Background: an optimization exercise with open tools, aiming at small area and few clock cycles per item. Do not read the settings as production practice.
RTL that was checked went through simulation tests only; none was proved equivalent to the original.

==> run a <==
==> flow/design.v (excerpt) <==
module pot_average_motor_servo_setpoint (
    input  wire         i_clk,
    input  wire         i_rst_n,
    input  wire         i_in_valid,
    output logic        o_in_stall,
    input  wire  [19:0] i_in_item,
    output logic        o_out_valid,
    input  wire         i_out_stall,
    output logic [56:0] o_out_item
);
    localparam int WINDOW = 10;
    logic [19:0] r_cell [WINDOW];
    logic [3:0]  r_fill;
    logic        full;
    logic [13:0] r_ssum, r_asum;
    logic [13:0] ssum_next, asum_next;
    logic        r_valid;
    logic        accept;
    logic        take_old;
    logic [9:0]  new_s, new_a, nold_s, nold_a;
    assign o_in_stall  = r_valid && i_out_stall;
    assign accept      = i_in_valid && !o_in_stall;
    assign o_out_valid = r_valid;
    always_ff @(posedge i_clk) begin
        if (accept) begin
            r_cell[0] <= i_in_item;
            for (int i = 1; i < WINDOW; i++) r_cell[i] <= r_cell[i-1];
        end
    end
    assign full     = (r_fill == 4'(WINDOW));
    assign take_old = accept && full;
    assign new_s    = accept ? i_in_item[19:10] : 10'd0;
    assign new_a    = accept ? i_in_item[9:0]   : 10'd0;
    assign nold_s   = take_old ? ~r_cell[WINDOW-1][19:10] : 10'd0;
    assign nold_a   = take_old ? ~r_cell[WINDOW-1][9:0]   : 10'd0;
  ...
Settings: LEC_CHECK=0, CAP_MARGIN=20, CORE_MARGIN=2, CORE_UTILIZATION=40, SLEW_MARGIN=20; clock period 10.0 ns.
standard.sh (not shown) runs the stock make flow with config.mk's settings and CLKGATE_MAP_FILE= SYNTH_SCRIPT=/design/flow/synth_recipe.tcl, a recipe that flattens the netlist after the stock synthesis.
==> flow/flow/run.sh <==
#!/bin/bash
# Layout flow: the standard synthesis and layout (standard.sh), with
#  - an inverter clean-up of the synthesized netlist around the full-adder cells
#    (polfix.py; full adders are self-dual, so inverters can be moved), checked
#    for combinational equivalence with yosys (registers unchanged); if the check
#    does not pass, the standard netlist is used as it is;
#  - port buffers of the smallest buffer cell (every port still gets one);
#  - a clock tree without dummy loads, with 8x clock buffers.
# Each tool writes its own log in this folder.
set -u
R=orfs/results/sky130hd/pot_average_motor_servo_setpoint/base
bash standard.sh synth > synth.log 2>&1 || exit 1
cp $R/1_2_yosys.v $R/1_2_yosys_std.v
if python3 flow/polfix.py $R/1_2_yosys_std.v polfix_out.v 6 > polfix.log 2>&1 \
   && python3 flow/cutff.py $R/1_2_yosys_std.v eq_gold.v >> polfix.log 2>&1 \
   && python3 flow/cutff.py polfix_out.v eq_gate.v >> polfix.log 2>&1 \
   && $FLOW_HOME/../tools/install/yosys/bin/yosys -q -l eq.log -p "
        read_liberty -ignore_miss_func $FLOW_HOME/platforms/sky130hd/lib/sky130_fd_sc_hd__tt_025C_1v80.lib
        read_verilog eq_gold.v; rename $FLOW_TOP gold
        read_verilog eq_gate.v; rename $FLOW_TOP gate
        hierarchy -check; flatten; opt_clean -purge
        miter -equiv -flatten -make_assert gold gate miter
        hierarchy -top miter
        sat -verify -prove-asserts miter" > eq_stdout.log 2>&1; then
  echo "polfix netlist proven equivalent; using it" >> polfix.log
  cp polfix_out.v $R/1_2_yosys.v
  rm -f $R/1_synth.odb $R/1_synth.sdc
else
  echo "polfix not used" >> polfix.log
fi
bash standard.sh \
  "BUFFER_PORTS_ARGS=-buffer_cell sky130_fd_sc_hd__buf_1" \
  "CTS_ARGS=-sink_clustering_enable -repair_clock_nets -dont_use_dummy_load -buf_list {sky130_fd_sc_hd__clkbuf_4 sky130_fd_sc_hd__clkbuf_8} -sink_clustering_size 14 -sink_clustering_max_diameter 50" \
  finish > standard.log 2>&1
Other scripts of this flow, unchanged in this note and not shown: flow/flow/cutff.py, flow/flow/polfix.py
==> inputs of run b, as changes to run a <==
--- a/flow/design.v
+++ b/flow/design.v
@@ -29,14 +29,14 @@
         end
     end
     assign full     = (r_fill == 4'(WINDOW));
     assign take_old = accept && full;
     assign new_s    = accept ? i_in_item[19:10] : 10'd0;
     assign new_a    = accept ? i_in_item[9:0]   : 10'd0;
-    assign nold_s   = take_old ? ~r_cell[WINDOW-1][19:10] : 10'd0;
-    assign nold_a   = take_old ? ~r_cell[WINDOW-1][9:0]   : 10'd0;
+    assign nold_s   = ~(r_cell[WINDOW-1][19:10] & {10{take_old}});
+    assign nold_a   = ~(r_cell[WINDOW-1][9:0]   & {10{take_old}});
     always_ff @(posedge i_clk) begin
         if (!i_rst_n) begin
             r_fill  <= '0;
             r_valid <= 1'b0;
         end else begin
             r_valid <= accept || (r_valid && i_out_stall);
@@ -475,22 +475,22 @@
     assign h_15 = r_ssum[7] ^ new_s[7] ^ nold_s[7];
     assign h_16 = (r_ssum[7] & new_s[7]) | (r_ssum[7] & nold_s[7]) | (new_s[7] & nold_s[7]);
     assign h_17 = r_ssum[8] ^ new_s[8] ^ nold_s[8];
     assign h_18 = (r_ssum[8] & new_s[8]) | (r_ssum[8] & nold_s[8]) | (new_s[8] & nold_s[8]);
     assign h_19 = r_ssum[9] ^ new_s[9] ^ nold_s[9];
     assign h_20 = (r_ssum[9] & new_s[9]) | (r_ssum[9] & nold_s[9]) | (new_s[9] & nold_s[9]);
-    assign h_21 = h_20 ^ r_ssum[10] ^ take_old;
-    assign h_22 = (h_20 & r_ssum[10]) | (h_20 & take_old) | (r_ssum[10] & take_old);
-    assign h_23 = h_22 ^ r_ssum[11] ^ take_old;
-    assign h_24 = (h_22 & r_ssum[11]) | (h_22 & take_old) | (r_ssum[11] & take_old);
-    assign h_25 = h_24 ^ r_ssum[12] ^ take_old;
-    assign h_26 = (h_24 & r_ssum[12]) | (h_24 & take_old) | (r_ssum[12] & take_old);
-    assign h_27 = h_26 ^ r_ssum[13] ^ take_old;
-    assign h_28 = (h_26 & r_ssum[13]) | (h_26 & take_old) | (r_ssum[13] & take_old);
-    assign h_29 = h_1 ^ take_old;
-    assign h_30 = h_1 & take_old;
+    assign h_21 = h_20 ^ r_ssum[10] ^ 1'b1;
+    assign h_22 = (h_20 & r_ssum[10]) | (h_20 & 1'b1) | (r_ssum[10] & 1'b1);
+    assign h_23 = h_22 ^ r_ssum[11] ^ 1'b1;
+    assign h_24 = (h_22 & r_ssum[11]) | (h_22 & 1'b1) | (r_ssum[11] & 1'b1);
+    assign h_25 = h_24 ^ r_ssum[12] ^ 1'b1;
+    assign h_26 = (h_24 & r_ssum[12]) | (h_24 & 1'b1) | (r_ssum[12] & 1'b1);
+    assign h_27 = h_26 ^ r_ssum[13] ^ 1'b1;
+    assign h_28 = (h_26 & r_ssum[13]) | (h_26 & 1'b1) | (r_ssum[13] & 1'b1);
+    assign h_29 = h_1 ^ 1'b1;
+    assign h_30 = h_1 & 1'b1;
     assign h_31 = h_2 ^ h_3 ^ h_30;
     assign h_32 = (h_2 & h_3) | (h_2 & h_30) | (h_3 & h_30);
     assign h_33 = h_4 ^ h_5 ^ h_32;
     assign h_34 = (h_4 & h_5) | (h_4 & h_32) | (h_5 & h_32);
     assign h_35 = h_6 ^ h_7 ^ h_34;
     assign h_36 = (h_6 & h_7) | (h_6 & h_34) | (h_7 & h_34);
@@ -531,22 +531,22 @@
     assign h_71 = r_asum[7] ^ new_a[7] ^ nold_a[7];
     assign h_72 = (r_asum[7] & new_a[7]) | (r_asum[7] & nold_a[7]) | (new_a[7] & nold_a[7]);
     assign h_73 = r_asum[8] ^ new_a[8] ^ nold_a[8];
     assign h_74 = (r_asum[8] & new_a[8]) | (r_asum[8] & nold_a[8]) | (new_a[8] & nold_a[8]);
     assign h_75 = r_asum[9] ^ new_a[9] ^ nold_a[9];
     assign h_76 = (r_asum[9] & new_a[9]) | (r_asum[9] & nold_a[9]) | (new_a[9] & nold_a[9]);
-    assign h_77 = h_76 ^ r_asum[10] ^ take_old;
-    assign h_78 = (h_76 & r_asum[10]) | (h_76 & take_old) | (r_asum[10] & take_old);
-    assign h_79 = h_78 ^ r_asum[11] ^ take_old;
-    assign h_80 = (h_78 & r_asum[11]) | (h_78 & take_old) | (r_asum[11] & take_old);
-    assign h_81 = h_80 ^ r_asum[12] ^ take_old;
-    assign h_82 = (h_80 & r_asum[12]) | (h_80 & take_old) | (r_asum[12] & take_old);
-    assign h_83 = h_82 ^ r_asum[13] ^ take_old;
-    assign h_84 = (h_82 & r_asum[13]) | (h_82 & take_old) | (r_asum[13] & take_old);
-    assign h_85 = h_57 ^ take_old;
-    assign h_86 = h_57 & take_old;
+    assign h_77 = h_76 ^ r_asum[10] ^ 1'b1;
+    assign h_78 = (h_76 & r_asum[10]) | (h_76 & 1'b1) | (r_asum[10] & 1'b1);
+    assign h_79 = h_78 ^ r_asum[11] ^ 1'b1;
+    assign h_80 = (h_78 & r_asum[11]) | (h_78 & 1'b1) | (r_asum[11] & 1'b1);
+    assign h_81 = h_80 ^ r_asum[12] ^ 1'b1;
+    assign h_82 = (h_80 & r_asum[12]) | (h_80 & 1'b1) | (r_asum[12] & 1'b1);
+    assign h_83 = h_82 ^ r_asum[13] ^ 1'b1;
+    assign h_84 = (h_82 & r_asum[13]) | (h_82 & 1'b1) | (r_asum[13] & 1'b1);
+    assign h_85 = h_57 ^ 1'b1;
+    assign h_86 = h_57 & 1'b1;
     assign h_87 = h_58 ^ h_59 ^ h_86;
     assign h_88 = (h_58 & h_59) | (h_58 & h_86) | (h_59 & h_86);
     assign h_89 = h_60 ^ h_61 ^ h_88;
     assign h_90 = (h_60 & h_61) | (h_60 & h_88) | (h_61 & h_88);
     assign h_91 = h_62 ^ h_63 ^ h_90;
     assign h_92 = (h_62 & h_63) | (h_62 & h_90) | (h_63 & h_90);
--- a/flow/flow/run.sh
+++ b/flow/flow/run.sh
@@ -27,8 +27,8 @@
   rm -f $R/1_synth.odb $R/1_synth.sdc
 else
   echo "polfix not used" >> polfix.log
 fi
 bash standard.sh \
   "BUFFER_PORTS_ARGS=-buffer_cell sky130_fd_sc_hd__buf_1" \
-  "CTS_ARGS=-sink_clustering_enable -repair_clock_nets -dont_use_dummy_load -buf_list {sky130_fd_sc_hd__clkbuf_4 sky130_fd_sc_hd__clkbuf_8} -sink_clustering_size 14 -sink_clustering_max_diameter 50" \
+  "CTS_ARGS=-sink_clustering_enable -repair_clock_nets -dont_use_dummy_load -buf_list sky130_fd_sc_hd__clkbuf_8 -sink_clustering_size 18 -sink_clustering_max_diameter 55" \
   finish > standard.log 2>&1
==> qor summary <==
	run b	run a
Status	timing/DRC/antenna clean	timing/DRC/antenna clean
Detailed placement HPWL	11960 um	12150 um
Syn_area_per_cell	15.66 um^2	16.00 um^2
Routability-driven placement congestion ratio	0.8438	0.8123
Number of gates resized after cts	28	20
Dpl cell area	0.01176 mm^2	0.01185 mm^2
Final Net Count	958	954
WP buf/inv	5	4
Final clock skew	0.04840 ns	0.05792 ns
Setup slack at placement	0.03452 ns	0.1226 ns
CTS clock-pin slew for the worst setup and hold paths	0.10 ns	0.09 ns
Largest net degree at the start of global routing	55	61
Wl on met1	8567 um	8656 um
Routed wl met3	785 um	728 um
Hold slack final	0.3838 ns	0.3890 ns
Max_slew headroom	0.3403	0.5245
Highest cell delay on the worst timing path	0.55 ns	0.57 ns
Number of fill cells	2510	2530
Minimum period implied by the final worst setup slack	9.770 ns	9.765 ns
Total routing usage reported by global routing	0.1152	0.1166
Number of logic stages on the critical path including buffering	25	24
Testbench counts of run a, summed over its fixed seeds: cycles 16,016, items 16,000.
Testbench counts of run b, summed over its fixed seeds: cycles 16,016, items 16,000.

---

==> inputs of run R <==
Another version of the RTL of pot_average_motor_servo_setpoint (not shown whole).
clock: 10.0 ns
lec_check: 0
cap_margin: 20
core_margin: 2
core_utilization: 40
slew_margin: 20
==> flow/flow/run.sh <==
#!/bin/bash
# Layout flow: the standard synthesis and layout (standard.sh), with
#  - an inverter clean-up of the synthesized netlist around the full-adder cells
#    (polfix.py; full adders are self-dual, so inverters can be moved), checked
#    for combinational equivalence with yosys (registers unchanged); if the check
#    does not pass, the standard netlist is used as it is;
#  - port buffers of the smallest buffer cell (every port still gets one);
#  - a clock tree without dummy loads, with 8x clock buffers.
# Each tool writes its own log in this folder.
set -u
R=orfs/results/sky130hd/pot_average_motor_servo_setpoint/base
bash standard.sh synth > synth.log 2>&1 || exit 1
cp $R/1_2_yosys.v $R/1_2_yosys_std.v
if python3 flow/polfix.py $R/1_2_yosys_std.v polfix_out.v > polfix.log 2>&1 \
   && python3 flow/cutff.py $R/1_2_yosys_std.v eq_gold.v >> polfix.log 2>&1 \
   && python3 flow/cutff.py polfix_out.v eq_gate.v >> polfix.log 2>&1 \
   && $FLOW_HOME/../tools/install/yosys/bin/yosys -q -l eq.log -p "
        read_liberty -ignore_miss_func $FLOW_HOME/platforms/sky130hd/lib/sky130_fd_sc_hd__tt_025C_1v80.lib
        read_verilog eq_gold.v; rename $FLOW_TOP gold
        read_verilog eq_gate.v; rename $FLOW_TOP gate
        hierarchy -check; flatten; opt_clean -purge
        miter -equiv -flatten -make_assert gold gate miter
        hierarchy -top miter
        sat -verify -prove-asserts miter" > eq_stdout.log 2>&1; then
  echo "polfix netlist proven equivalent; using it" >> polfix.log
  cp polfix_out.v $R/1_2_yosys.v
  rm -f $R/1_synth.odb $R/1_synth.sdc
else
  echo "polfix not used" >> polfix.log
fi
bash standard.sh \
  "BUFFER_PORTS_ARGS=-buffer_cell sky130_fd_sc_hd__buf_1" \
  "CTS_ARGS=-sink_clustering_enable -repair_clock_nets -dont_use_dummy_load -buf_list sky130_fd_sc_hd__clkbuf_8 -sink_clustering_size 20 -sink_clustering_max_diameter 60" \
  finish > standard.log 2>&1
Other scripts of this flow, unchanged in this note and not shown: flow/flow/cutff.py, flow/flow/polfix.py
==> inputs of run K, as changes to run R <==
--- a/flow/flow/run.sh
+++ b/flow/flow/run.sh
@@ -32,3 +32,3 @@
   "BUFFER_PORTS_ARGS=-buffer_cell sky130_fd_sc_hd__buf_1" \
-  "CTS_ARGS=-sink_clustering_enable -repair_clock_nets -dont_use_dummy_load -buf_list sky130_fd_sc_hd__clkbuf_8 -sink_clustering_size 20 -sink_clustering_max_diameter 60" \
+  "CTS_ARGS=-sink_clustering_enable -repair_clock_nets -dont_use_dummy_load -buf_list sky130_fd_sc_hd__clkbuf_8 -sink_clustering_size 16 -sink_clustering_max_diameter 50" \
   finish > standard.log 2>&1
==> run notes <==
- In run R the hold slack is better than in run K, by 0.017 ns.
- Run R finished with setup timing left. Run K produced a layout that fails on setup timing.
- In non-clock buffer count, run K and run R do not differ.
- Die area is the same in run R and run K.
- In run K the final cell count is larger than in run R, by about 0.4%.
- Between run K and run R, the lower core utilization is in run R (gap 0.26 points).
- Against run R, the count of clock-buffer cells in the layout of run K is higher by 5.
- Global-route usage is about the same in run K and run R.
- Of run R and run K, run K has the higher cell area (gap 0.57%, measured against run K).
Testbench counts of run R, summed over its fixed seeds: cycles 16,016, items 16,000.
Testbench counts of run K, summed over its fixed seeds: cycles 16,016, items 16,000.

---

==> inputs of run E <==
pot_average_motor_servo_setpoint, a different RTL version from the one above (not shown whole).
clock: 10.0 ns
lec_check: 0
cap_margin: 20
core_margin: 2
core_utilization: 60
cts_buf_list: sky130_fd_sc_hd__clkbuf_4
cts_cluster_size: 30
slew_margin: 20
run.sh (not shown) runs the stock make flow with config.mk's settings and CLKGATE_MAP_FILE= SYNTH_SCRIPT=/design/flow/synth_recipe.tcl, a recipe that flattens the netlist after the stock synthesis.
Stock flow here: none of the scripts above is used.
==> run Z (differences from run E) <==
--- a/flow/config.mk
+++ b/flow/config.mk
@@ -9,5 +9,5 @@
 export CORE_MARGIN = 2
-export CORE_UTILIZATION = 60
-export CTS_BUF_LIST = sky130_fd_sc_hd__clkbuf_4
-export CTS_CLUSTER_SIZE = 30
+export CORE_UTILIZATION = 50
+export CTS_BUF_LIST = sky130_fd_sc_hd__clkbuf_8
+export CTS_CLUSTER_SIZE = 40
 export SLEW_MARGIN = 20
==> summary of the runs <==
Run E completed and failed the layout checks on negative setup slack. Run Z finished clean. Between run E and run Z, the lower setup slack is in run E (gap 0.21 ns). Between run E and run Z, the lower first-iteration DRC count is in run E (gap about 9%, measured against run Z). Of run Z and run E, run Z has the higher sequential share of layout area (gap 0.13 points). Of run E and run Z, run Z has the higher die area (gap about 16%, measured against run Z).
Function was not checked in any run of this note: the RTL went through the layout flow alone.

-- separate check: timing with driven ports --
No port has a modelled driver above. Below, the same layouts with a new extraction and two added sets of constraints. Step 1 (the two cells are an assumption about what drives the block):
set clk [get_ports {i_clk}]
set_driving_cell -lib_cell sky130_fd_sc_hd__clkbuf_16 $clk
set_driving_cell -lib_cell sky130_fd_sc_hd__buf_2 [delete_from_list [all_inputs] $clk]
Step 2 adds t to the input delays and takes it off the output delays; t is the mean of the earliest and latest rising clock arrival at the registers after step 1. Input paths then give back, and output paths get back, about the clock's delay inside the block. Slacks: ideal ports / drivers / drivers and shift; pairs: ideal ports / drivers.
run	t (ns)	setup WS [ns]	worst setup path at the end
run a	0.530	0.235 / 0.199 / 0.729	register to output
run b	0.540	0.230 / 0.193 / 0.733	register to output
run R	0.539	-0.234 / -0.275 / 0.264	register to output
run K	0.546	-0.226 / -0.264 / 0.282	register to output
run E	0.694	-0.088 / -0.130 / 0.564	register to output
run Z	0.570	0.126 / 0.084 / 0.654	register to output
